Source: an optimization exercise on an open RTL-to-GDS flow (aim: small area, a short achievable clock period and few clock cycles). Production flows keep margins and buffers that such runs may drop. RTL that was checked went through simulation tests only; none was proved equivalent to the original. Power is estimated from default activity; no workload was simulated.

==> flow/design.v (excerpt) <==
module ooo_core
(
	input  logic                   clk,
	input  logic                   rst_n,
	input  logic                   issue,
	input  logic [3:0]             op,
	input  logic [$clog2(8)-1:0]  rs1,
	input  logic [$clog2(8)-1:0]  rs2,
	input  logic [$clog2(8)-1:0]  rd,
	input  logic [16-1:0] imm,
	output logic                   dispatch_stall,
	output logic                   commit_valid,
	output logic [$clog2(8)-1:0]  commit_rd,
	output logic [16-1:0] commit_data
);
Size in the first run: roughly 730 cells after synthesis, roughly 190 flip-flops, roughly 8700 µm² of cells after synthesis.
clock: 14.0 ns
lec_check: 0
cap_margin: 20
core_margin: 2
core_utilization: 40
place_density: 0.6
slew_margin: 20
standard.sh (not shown) runs the stock make flow with config.mk's settings and CLKGATE_MAP_FILE= SYNTH_SCRIPT=/design/flow/synth_recipe.tcl, a recipe that flattens the netlist after the stock synthesis.
==> flow/flow/run.sh <==
#!/bin/bash
# The standard layout (standard.sh runs the standard flow's own ORFS make), with the
# resizer asked to repair setup timing to a margin beyond the clock period,
# so that it sizes the critical paths, and the ports buffered with a small
# buffer that the resizer upsizes where timing needs it.
set -euo pipefail
bash standard.sh SETUP_SLACK_MARGIN=10.2 'BUFFER_PORTS_ARGS=-buffer_cell sky130_fd_sc_hd__buf_1' 'CTS_ARGS=-sink_clustering_enable -repair_clock_nets -dont_use_dummy_load -sink_clustering_size 40 -sink_clustering_max_diameter 100' finish > orfs_make.log 2>&1
==> next run, changes <==
==> flow/flow/run.sh (replaced) <==
#!/bin/bash
# The standard layout (standard.sh runs the standard flow's own ORFS make), with the
# resizer asked to repair setup timing to a margin beyond the clock period,
# so that it sizes the critical paths, and the ports buffered with a small
# buffer that the resizer upsizes where timing needs it.
set -euo pipefail
bash standard.sh SETUP_SLACK_MARGIN=10.2 'BUFFER_PORTS_ARGS=-buffer_cell sky130_fd_sc_hd__buf_1' finish > orfs_make.log 2>&1
Design area came out higher by 1.1%.
Sequential share of layout area came out lower by 0.64 points.
Count of clock-buffer cells in the layout does not change.
Global-route usage came out higher by 0.35 points.
Register-to-register slack gains 0.07 ns.
Cell count came out higher by 1.1%.
==> next run, changes <==
--- a/flow/flow/run.sh
+++ b/flow/flow/run.sh
@@ -6,2 +6,2 @@
 set -euo pipefail
-bash standard.sh SETUP_SLACK_MARGIN=10.2 'BUFFER_PORTS_ARGS=-buffer_cell sky130_fd_sc_hd__buf_1' finish > orfs_make.log 2>&1
+bash standard.sh SETUP_SLACK_MARGIN=10.2  finish > orfs_make.log 2>&1
What happened:
- hold slack barely changes
- power came out higher by 1.1%
- clock-buffer cell count came out higher by 1
- non-clock buffer count stays the same
- flip-flop and latch count does not change
- die area is unchanged
- sequential share of layout area came out lower by 1.6 points
- wire length came out higher by 2.9%
- clock skew barely changes
==> next run, changes <==
--- a/flow/flow/run.sh
+++ b/flow/flow/run.sh
@@ -6,2 +6,2 @@
 set -euo pipefail
-bash standard.sh SETUP_SLACK_MARGIN=10.2  finish > orfs_make.log 2>&1
+bash standard.sh SETUP_SLACK_MARGIN=10.5 'BUFFER_PORTS_ARGS=-buffer_cell sky130_fd_sc_hd__buf_1' finish > orfs_make.log 2>&1
The new run produced a clean layout.
Die area is unchanged.
Area after synthesis does not change.
Cell count increases by 1.4%.
No run of this note included a check of the RTL's function; only the layout flow was run.

========
maple:
ooo_core, a different RTL version from the one above (not shown whole).
Size in the first run: roughly 650 cells after synthesis, ~0.0080 mm2 of cells after synthesis.
==> flow/config.mk <==
export PLATFORM = sky130hd
export DESIGN_NAME = ooo_core
export DESIGN_NICKNAME = ooo_core
export VERILOG_FILES = /design/flow/design.v
export SDC_FILE = /design/flow/constraint.sdc
export NUM_CORES = 4
export LEC_CHECK = 0
export CAP_MARGIN = 20
export CORE_MARGIN = 2
export CORE_UTILIZATION = 70
export PLACE_DENSITY = 0.8
export SLEW_MARGIN = 20
==> flow/constraint.sdc <==
create_clock -name core_clock -period 14.0 [get_ports {clk}]
set_input_delay 2.8000 -clock core_clock [delete_from_list [all_inputs] [get_ports {clk}]]
set_output_delay 2.8000 -clock core_clock [all_outputs]
set_load 0.01 [all_outputs]
==> flow/flow/run.sh <==
#!/bin/bash
# The standard layout (standard.sh runs the standard flow's own ORFS make), with the
# resizer asked to repair setup timing to a margin beyond the clock period,
# so that it sizes the critical paths, and the ports buffered with a small
# buffer that the resizer upsizes where timing needs it.
set -euo pipefail
bash standard.sh SETUP_SLACK_MARGIN=10.3 'BUFFER_PORTS_ARGS=-buffer_cell sky130_fd_sc_hd__buf_1' 'CTS_ARGS=-sink_clustering_enable -repair_clock_nets -dont_use_dummy_load -root_buf sky130_fd_sc_hd__clkbuf_16 -buf_list sky130_fd_sc_hd__clkbuf_8 -sink_clustering_size 12 -sink_clustering_max_diameter 50' finish > orfs_make.log 2>&1
maple was carried through to the last stage, and its layout satisfied the timing, DRC and antenna checks.
Testbench counts of maple, summed over its fixed seeds: cycles 24,016.
What cedar does differently from maple at the input level:
Settings: a change of PLACE_DENSITY from 0.8 to 0.88; a change of CORE_UTILIZATION from 70 to 80.
Notes after the runs:
Status: remaining global-route overflow parity (maple, cedar). Taking maple as the reference, in cedar global-route wire length before repair picked up an extra 1.0%; detailed-route via count increased 93; data arrival time at the worst-slack endpoint increased 30 ps; power after layout barely changed; worst slack on hold paths rose by 18 ps. Comparing cedar and maple, the higher starting density of the core is on cedar. Last element of the critical path: commit_data[12] -> maple, commit_rd[1] -> cedar. [compare] base=maple new=cedar: die extent in x decreased by 6.2% relative to the old numbers, design area closely matched the old numbers.

[port drivers added, routing unchanged]
In the flow no input, the clock included, has a driving cell. The finished layouts below were timed again as built, in two steps.
Step 1 (the two cells are an assumption about what drives the block):
set clk [get_ports {clk}]
set_driving_cell -lib_cell sky130_fd_sc_hd__clkbuf_16 $clk
set_driving_cell -lib_cell sky130_fd_sc_hd__buf_2 [delete_from_list [all_inputs] $clk]
Step 2 times the ports against the registers' clock, not the clock port: input delays grow and output delays shrink by t, the midpoint of the rising clock arrivals with the driver on.
Three values: no drivers, after step 1, after step 2; two values: the first two.
run | t (ns) | setup WS [ns] | worst setup path after step 2 | worst data-port slew with drivers (ns) | pins driven straight from the clock port
the first run of note 1 | 0.467 | 10.265 / 10.234 / 9.853 | input to register | 0.04 | 1
the second run of note 1 | 0.480 | 10.224 / 10.224 / 9.760 | input to register | 0.04 | 1
the third run of note 1 | 0.476 | 10.234 / 10.190 / 9.845 | input to register | 0.04 | 1
the fourth run of note 1 | 0.485 | 10.325 / 10.278 / 10.044 | input to register | 0.04 | 1
maple | 0.421 | 10.342 / 10.299 / 10.004 | input to register | 0.04 | 1
cedar | 0.425 | 10.308 / 10.266 / 10.111 | input to register | 0.06 | 1
After both steps every run listed still meets setup and hold. The setup slack of the second run of note 1, which loses most, moves by 0.000 ns with the drivers and by -0.464 ns with both steps.
